Context: an optimization exercise on an open-source flow, tuned for small area and a short achievable clock period. The choices shown serve that exercise and are no tape-out recipe.
At most, simulation tests tie the RTL to the original design; equivalence was not proved.
No activity file was given, so power comes from the tool's default toggle rates.

==> inputs of trial 34 <==
==> flow/design.v <==
module anvil_shared_tlb #(
  parameter int unsigned ENTRIES    = 16,
  parameter int unsigned VLEN       = 64,
  parameter int unsigned ASID_WIDTH = 16
) (
  input  logic                  clk_i,
  input  logic                  rst_i,
  input  logic                  flush_i,
  input  logic                  itlb_miss_i,
  input  logic                  dtlb_miss_i,
  input  logic [VLEN-1:0]       itlb_vaddr_i,
  input  logic [VLEN-1:0]       dtlb_vaddr_i,
  input  logic                  dtlb_is_store_i,
  input  logic [ASID_WIDTH-1:0] asid_i,
  output logic                  itlb_ack_o,
  output logic                  dtlb_ack_o,
  output logic                  ptw_access_o,
  output logic                  ptw_hit_o,
  output logic [VLEN-1:0]       ptw_vaddr_o,
  output logic                  ptw_itlb_req_o,
  output logic                  ptw_is_store_o,
  input  logic                  ptw_update_valid_i,
  input  logic [26:0]           ptw_update_vpn_i,
  input  logic [ASID_WIDTH-1:0] ptw_update_asid_i,
  input  logic [1:0]            ptw_update_is_page_i,
  input  logic [63:0]           ptw_update_content_i,
  input  logic                  ptw_error_i,
  output logic                  refill_valid_o,
  output logic                  refill_is_itlb_o,
  output logic [26:0]           refill_vpn_o,
  output logic [ASID_WIDTH-1:0] refill_asid_o,
  output logic [1:0]            refill_is_page_o,
  output logic [63:0]           refill_content_o,
  output logic [31:0]           perf_hit_cnt_o,
  output logic [31:0]           perf_miss_cnt_o
);
  localparam int unsigned IW = $clog2(ENTRIES);
  localparam int unsigned EW = 27 + ASID_WIDTH + 2 + 64;
  logic idle_q, lookup_q, wait_q;
  logic [ENTRIES-1:0]    valid_q;
  logic [26:0]           vpn_q     [ENTRIES];
  logic [ASID_WIDTH-1:0] asid_q    [ENTRIES];
  logic [1:0]            page_q    [ENTRIES];
  logic [63:0]           content_q [ENTRIES];
  logic [IW-1:0]         rr_q;
  logic [VLEN-1:0]       req_vaddr_q;
  logic                  req_itlb_q, req_store_q;
  logic                  ack;
  logic [VLEN-1:0]       sel_vaddr;
  logic [26:0]           lk_vpn;
  logic [ENTRIES-1:0]    match, first, sel_q, inv_first, rr_dec, we;
  logic                  hit_q, all_valid, fill_we;
  assign itlb_ack_o = idle_q && !flush_i && itlb_miss_i;
  assign dtlb_ack_o = idle_q && !flush_i && !itlb_miss_i && dtlb_miss_i;
  assign ack        = idle_q && !flush_i && (itlb_miss_i || dtlb_miss_i);
  assign sel_vaddr  = itlb_miss_i ? itlb_vaddr_i : dtlb_vaddr_i;
  assign lk_vpn     = sel_vaddr[38:12];
  always_comb begin
    for (int i = 0; i < int'(ENTRIES); i++) begin
      logic hi_eq, mid_eq, lo_eq;
      hi_eq  = (vpn_q[i][26:18] == lk_vpn[26:18]);
      mid_eq = (vpn_q[i][17:9]  == lk_vpn[17:9]);
      lo_eq  = (vpn_q[i][8:0]   == lk_vpn[8:0]);
      match[i] = valid_q[i] && (content_q[i][5] || asid_q[i] == asid_i) && hi_eq &&
                 (page_q[i][0] || mid_eq) && (page_q[i][0] || page_q[i][1] || lo_eq);
    end
  end
  always_comb begin
    for (int i = 0; i < int'(ENTRIES); i++) begin
      first[i] = match[i] && !(|(match & ((ENTRIES'(1) << i) - ENTRIES'(1))));
    end
  end
  always_ff @(posedge clk_i or posedge rst_i) begin
    if (rst_i) begin
      sel_q <= '0;
      hit_q <= 1'b0;
    end else begin
      sel_q <= ack ? first : '0;
      hit_q <= ack && (|match);
    end
  end
  logic [EW-1:0] rd;
  always_comb begin
    rd = '0;
    for (int i = 0; i < int'(ENTRIES); i++) begin
      rd = rd | ({EW{sel_q[i] && !flush_i}} &
                 {content_q[i], page_q[i], asid_q[i], vpn_q[i]});
    end
  end
  assign ptw_access_o     = lookup_q && !flush_i;
  assign ptw_hit_o        = hit_q && !flush_i;
  assign refill_valid_o   = ptw_hit_o;
  assign refill_is_itlb_o = ptw_hit_o && req_itlb_q;
  assign refill_vpn_o     = rd[26:0];
  assign refill_asid_o    = rd[27 +: ASID_WIDTH];
  assign refill_is_page_o = rd[27 + ASID_WIDTH +: 2];
  assign refill_content_o = rd[27 + ASID_WIDTH + 2 +: 64];
  assign ptw_vaddr_o    = req_vaddr_q;
  assign ptw_itlb_req_o = req_itlb_q;
  assign ptw_is_store_o = req_store_q;
  always_ff @(posedge clk_i or posedge rst_i) begin
    if (rst_i) begin
      idle_q   <= 1'b1;
      lookup_q <= 1'b0;
      wait_q   <= 1'b0;
    end else begin
      idle_q   <= flush_i || (idle_q && !itlb_miss_i && !dtlb_miss_i) || (lookup_q && hit_q) ||
                  (wait_q && (ptw_update_valid_i || ptw_error_i));
      lookup_q <= ack;
      wait_q   <= !flush_i && ((lookup_q && !hit_q) ||
                               (wait_q && !ptw_update_valid_i && !ptw_error_i));
    end
  end
  always_ff @(posedge clk_i or posedge rst_i) begin
    if (rst_i) begin
      req_vaddr_q <= '0;
      req_itlb_q  <= 1'b0;
      req_store_q <= 1'b0;
    end else if (ack) begin
      req_vaddr_q <= sel_vaddr;
      req_itlb_q  <= itlb_miss_i;
      req_store_q <= !itlb_miss_i && dtlb_is_store_i;
    end
  end
  always_comb begin
    logic below_valid;
    below_valid = 1'b1;
    for (int i = 0; i < int'(ENTRIES); i++) begin
      inv_first[i] = !valid_q[i] && below_valid;
      below_valid  = below_valid && valid_q[i];
      rr_dec[i]    = (rr_q == IW'(i));
    end
  end
  assign all_valid = &valid_q;
  assign fill_we   = wait_q && ptw_update_valid_i && !flush_i;
  assign we        = {ENTRIES{fill_we}} & (all_valid ? rr_dec : inv_first);
  always_ff @(posedge clk_i or posedge rst_i) begin
    if (rst_i) begin
      valid_q <= '0;
      rr_q    <= '0;
    end else if (flush_i) begin
      valid_q <= '0;
    end else if (fill_we) begin
      valid_q <= valid_q | we;
      if (all_valid) rr_q <= rr_q + 1'b1;
    end
  end
  always_ff @(posedge clk_i) begin
    for (int i = 0; i < int'(ENTRIES); i++) begin
      if (we[i]) begin
        vpn_q[i]     <= ptw_update_vpn_i;
        asid_q[i]    <= ptw_update_asid_i;
        page_q[i]    <= ptw_update_is_page_i;
        content_q[i] <= ptw_update_content_i;
      end
    end
  end
  logic [31:0] hit_cnt_q, miss_cnt_q;
  always_ff @(posedge clk_i or posedge rst_i) begin
    if (rst_i) begin
      hit_cnt_q  <= '0;
      miss_cnt_q <= '0;
    end else if (ptw_access_o) begin
      if (hit_q && hit_cnt_q != 32'hFFFF_FFFF)   hit_cnt_q  <= hit_cnt_q + 32'd1;
      if (!hit_q && miss_cnt_q != 32'hFFFF_FFFF) miss_cnt_q <= miss_cnt_q + 32'd1;
    end
  end
  assign perf_hit_cnt_o  = hit_cnt_q;
  assign perf_miss_cnt_o = miss_cnt_q;
endmodule
==> flow/run.sh <==
#!/bin/bash
# synth_recipe.tcl (not shown) runs the flow's synth.tcl, then flattens the netlist and writes it again
# the make line also repeats each setting of config.mk as NAME=value (left out here)
make -C /OpenROAD-flow-scripts/flow DESIGN_CONFIG=/design/flow/config.mk WORK_HOME=/design/flow/orfs CLKGATE_MAP_FILE= SYNTH_SCRIPT=/design/flow/synth_recipe.tcl finish
==> flow/config.mk <==
export PLATFORM = sky130hd
export DESIGN_NAME = anvil_shared_tlb
export DESIGN_NICKNAME = anvil_shared_tlb
export VERILOG_FILES = /design/flow/design.v
export SDC_FILE = /design/flow/constraint.sdc
export NUM_CORES = 4
export LEC_CHECK = 0
export CAP_MARGIN = 20
export CORE_MARGIN = 2
export CORE_UTILIZATION = 40
export SETUP_SLACK_MARGIN = 0.3
export SLEW_MARGIN = 20
==> flow/constraint.sdc <==
create_clock -name core_clock -period 9.0 [get_ports {clk_i}]
set_input_delay 1.8000 -clock core_clock [delete_from_list [all_inputs] [get_ports {clk_i}]]
set_output_delay 1.8000 -clock core_clock [all_outputs]
set_load 0.01 [all_outputs]
==> inputs of build 8, as changes to trial 34 <==
--- a/flow/design.v
+++ b/flow/design.v
@@ -85,5 +85,6 @@
     for (int i = 0; i < int'(ENTRIES); i++) begin
-      rd = rd | ({EW{sel_q[i] && !flush_i}} &
-                 {content_q[i], page_q[i], asid_q[i], vpn_q[i]});
+      rd = rd | ({EW{sel_q[i]}} & {content_q[i], page_q[i], asid_q[i], 9'd0, vpn_q[i][17:0]});
     end
+    rd[26:18] = {9{hit_q}} & req_vaddr_q[38:30];
+    rd = rd & {EW{!flush_i}};
   end
@@ -135,3 +136,3 @@
   assign fill_we   = wait_q && ptw_update_valid_i && !flush_i;
-  assign we        = {ENTRIES{fill_we}} & (all_valid ? rr_dec : inv_first);
+  assign we        = {ENTRIES{wait_q && ptw_update_valid_i}} & (all_valid ? rr_dec : inv_first);
   always_ff @(posedge clk_i or posedge rst_i) begin
@@ -143,3 +144,3 @@
     end else if (fill_we) begin
-      valid_q <= valid_q | we;
+      valid_q <= valid_q | we;   
       if (all_valid) rr_q <= rr_q + 1'b1;
==> flow/flow/run.sh (new file) <==
#!/bin/bash
set -euo pipefail
export BUFFER_PORTS_ARGS="-buffer_cell sky130_fd_sc_hd__buf_2"
bash standard.sh > standard_flow.log 2>&1
==> flow/standard.sh (new file) <==
#!/bin/bash
# synth_recipe.tcl (not shown) runs the flow's synth.tcl, then flattens the netlist and writes it again
# the make line also repeats each setting of config.mk as NAME=value (left out here)
make -C /OpenROAD-flow-scripts/flow DESIGN_CONFIG=/design/flow/config.mk WORK_HOME=/design/flow/orfs CLKGATE_MAP_FILE= SYNTH_SCRIPT=/design/flow/synth_recipe.tcl "${@:-finish}"
--- a/flow/config.mk
+++ b/flow/config.mk
@@ -9,4 +9,7 @@
 export CORE_MARGIN = 2
-export CORE_UTILIZATION = 40
-export SETUP_SLACK_MARGIN = 0.3
+export CORE_UTILIZATION = 72
+export CTS_BUF_LIST = sky130_fd_sc_hd__clkbuf_16
+export CTS_CLUSTER_DIAMETER = 100
+export CTS_CLUSTER_SIZE = 25
+export SETUP_SLACK_MARGIN = 4.5
 export SLEW_MARGIN = 20
removed: flow/run.sh
==> inputs of build 77, as changes to trial 34 <==
--- a/flow/design.v
+++ b/flow/design.v
@@ -85,5 +85,6 @@
     for (int i = 0; i < int'(ENTRIES); i++) begin
-      rd = rd | ({EW{sel_q[i] && !flush_i}} &
-                 {content_q[i], page_q[i], asid_q[i], vpn_q[i]});
+      rd = rd | ({EW{sel_q[i]}} & {content_q[i], page_q[i], asid_q[i], 9'd0, vpn_q[i][17:0]});
     end
+    rd[26:18] = {9{hit_q}} & req_vaddr_q[38:30];
+    rd = rd & {EW{!flush_i}};
   end
@@ -135,3 +136,3 @@
   assign fill_we   = wait_q && ptw_update_valid_i && !flush_i;
-  assign we        = {ENTRIES{fill_we}} & (all_valid ? rr_dec : inv_first);
+  assign we        = {ENTRIES{wait_q && ptw_update_valid_i}} & (all_valid ? rr_dec : inv_first);
   always_ff @(posedge clk_i or posedge rst_i) begin
@@ -143,3 +144,3 @@
     end else if (fill_we) begin
-      valid_q <= valid_q | we;
+      valid_q <= valid_q | we;   
       if (all_valid) rr_q <= rr_q + 1'b1;
==> flow/flow/run.sh (new file) <==
#!/bin/bash
set -euo pipefail
export BUFFER_PORTS_ARGS="-buffer_cell sky130_fd_sc_hd__buf_1"
bash standard.sh > standard_flow.log 2>&1
==> flow/standard.sh (new file) <==
#!/bin/bash
# synth_recipe.tcl (not shown) runs the flow's synth.tcl, then flattens the netlist and writes it again
# the make line also repeats each setting of config.mk as NAME=value (left out here)
make -C /OpenROAD-flow-scripts/flow DESIGN_CONFIG=/design/flow/config.mk WORK_HOME=/design/flow/orfs CLKGATE_MAP_FILE= SYNTH_SCRIPT=/design/flow/synth_recipe.tcl "${@:-finish}"
--- a/flow/config.mk
+++ b/flow/config.mk
@@ -10,3 +10,6 @@
 export CORE_UTILIZATION = 40
-export SETUP_SLACK_MARGIN = 0.3
+export CTS_BUF_LIST = sky130_fd_sc_hd__clkbuf_16
+export CTS_CLUSTER_DIAMETER = 100
+export CTS_CLUSTER_SIZE = 25
+export SETUP_SLACK_MARGIN = 4.5
 export SLEW_MARGIN = 20
removed: flow/run.sh
==> inputs of build 59, as changes to trial 34 <==
--- a/flow/design.v
+++ b/flow/design.v
@@ -85,5 +85,6 @@
     for (int i = 0; i < int'(ENTRIES); i++) begin
-      rd = rd | ({EW{sel_q[i] && !flush_i}} &
-                 {content_q[i], page_q[i], asid_q[i], vpn_q[i]});
+      rd = rd | ({EW{sel_q[i]}} & {content_q[i], page_q[i], asid_q[i], 9'd0, vpn_q[i][17:0]});
     end
+    rd[26:18] = {9{hit_q}} & req_vaddr_q[38:30];
+    rd = rd & {EW{!flush_i}};
   end
==> flow/flow/run.sh (new file) <==
#!/bin/bash
set -euo pipefail
export BUFFER_PORTS_ARGS="-buffer_cell sky130_fd_sc_hd__buf_2"
bash standard.sh > standard_flow.log 2>&1
==> flow/standard.sh (new file) <==
#!/bin/bash
# synth_recipe.tcl (not shown) runs the flow's synth.tcl, then flattens the netlist and writes it again
# the make line also repeats each setting of config.mk as NAME=value (left out here)
make -C /OpenROAD-flow-scripts/flow DESIGN_CONFIG=/design/flow/config.mk WORK_HOME=/design/flow/orfs CLKGATE_MAP_FILE= SYNTH_SCRIPT=/design/flow/synth_recipe.tcl "${@:-finish}"
--- a/flow/config.mk
+++ b/flow/config.mk
@@ -10,3 +10,6 @@
 export CORE_UTILIZATION = 40
-export SETUP_SLACK_MARGIN = 0.3
+export CTS_BUF_LIST = sky130_fd_sc_hd__clkbuf_16
+export CTS_CLUSTER_DIAMETER = 80
+export CTS_CLUSTER_SIZE = 20
+export SETUP_SLACK_MARGIN = 5.0
 export SLEW_MARGIN = 20
removed: flow/run.sh
==> comparison table <==
quantity	build 8	build 59	trial 34	build 77
Outcome	complete, no violations	complete, no violations	complete, no violations	complete, no violations
Buffers excl. clock	760	956	622	892
Fin Hold WS	0.484 ns	0.477 ns	0.478 ns	0.485 ns
Internal power contribution	11.9 mW	12.5 mW	14.6 mW	12.0 mW
Number of nets in the layout	5533	5744	5488	5668
Met3 track demand over resource in global routing	12.2%	5.78%	5.76%	5.86%
Synth-to-layout area growth	12.7%	24.6%	18.9%	19.4%
Routed length on met3	41500 microns	31500 microns	26400 microns	31400 microns
Clock buffer cells	88	117	244	92
Overall routing resource usage	45.6%	30.0%	26.6%	28.3%
Total placed cells including tap cells	6383	7522	7549	7536
Endpoint of the worst hold-timing path	req_vaddr_q[59]$_DFFE_PP0P_	req_vaddr_q[8]$_DFFE_PP0P_	req_vaddr_q[39]$_DFFE_PP0P_	req_vaddr_q[50]$_DFFE_PP0P_
Worst-Margin Slew	1.47 ns	1.45 ns	1.26 ns	1.27 ns
Count of buffer and inverter cells on the critical path	2	4	4	2
Number of instances in the synthesized netlist	4696	4677	4684	4696
Compound-gate portion of the synthesized area	10.7%	11.0%	11.1%	10.7%
Kind of critical path	reg -> out	reg -> out	in -> out	reg -> out
# rows	120	161	161	161
Buffer count from post-CTS setup fixing	122	221	0	118
R2R Setup Slk	4.77 ns	5.08 ns	4.78 ns	4.64 ns
Clock period minus final worst setup slack	4.57 ns	4.65 ns	6.94 ns	4.63 ns
Maximum fanout encountered on the critical timing path	38	4	25	43
Only the layout flow was run in trial 34; the RTL was not checked for function there.

-- re-timing with driven ports --
No port has a modelled driver above. Below, the same layouts with a new extraction and two added sets of constraints. Step 1, drivers: a clkbuf_16 drives clk_i and a buf_2 each remaining input, both assumed. Step 2, shift: input delay + t, output delay - t, t = (earliest + latest rising clock arrival at the registers) / 2. This alone moves slack from input paths to output paths. Three values: no drivers, after step 1, after step 2; two values: the first two.
| run | t, ns | setup slack, ns | worst hold slack (ns) |
|---|---|---|---|
| trial 34 | 0.941 | 2.065 / 2.004 / 2.004 | 0.478 / 0.478 / 0.478 |
| build 8 | 0.789 | 4.435 / 4.202 / 3.652 | 0.484 / 0.484 / 0.484 |
| build 77 | 0.860 | 4.373 / 4.238 / 3.547 | 0.485 / 0.485 / 0.485 |
| build 59 | 0.900 | 4.351 / 3.954 / 3.649 | 0.477 / 0.477 / 0.477 |
After both steps setup and hold are still met in every run listed. The setup slack of build 77, which loses most, moves by -0.135 ns with the drivers and by -0.826 ns with both steps.
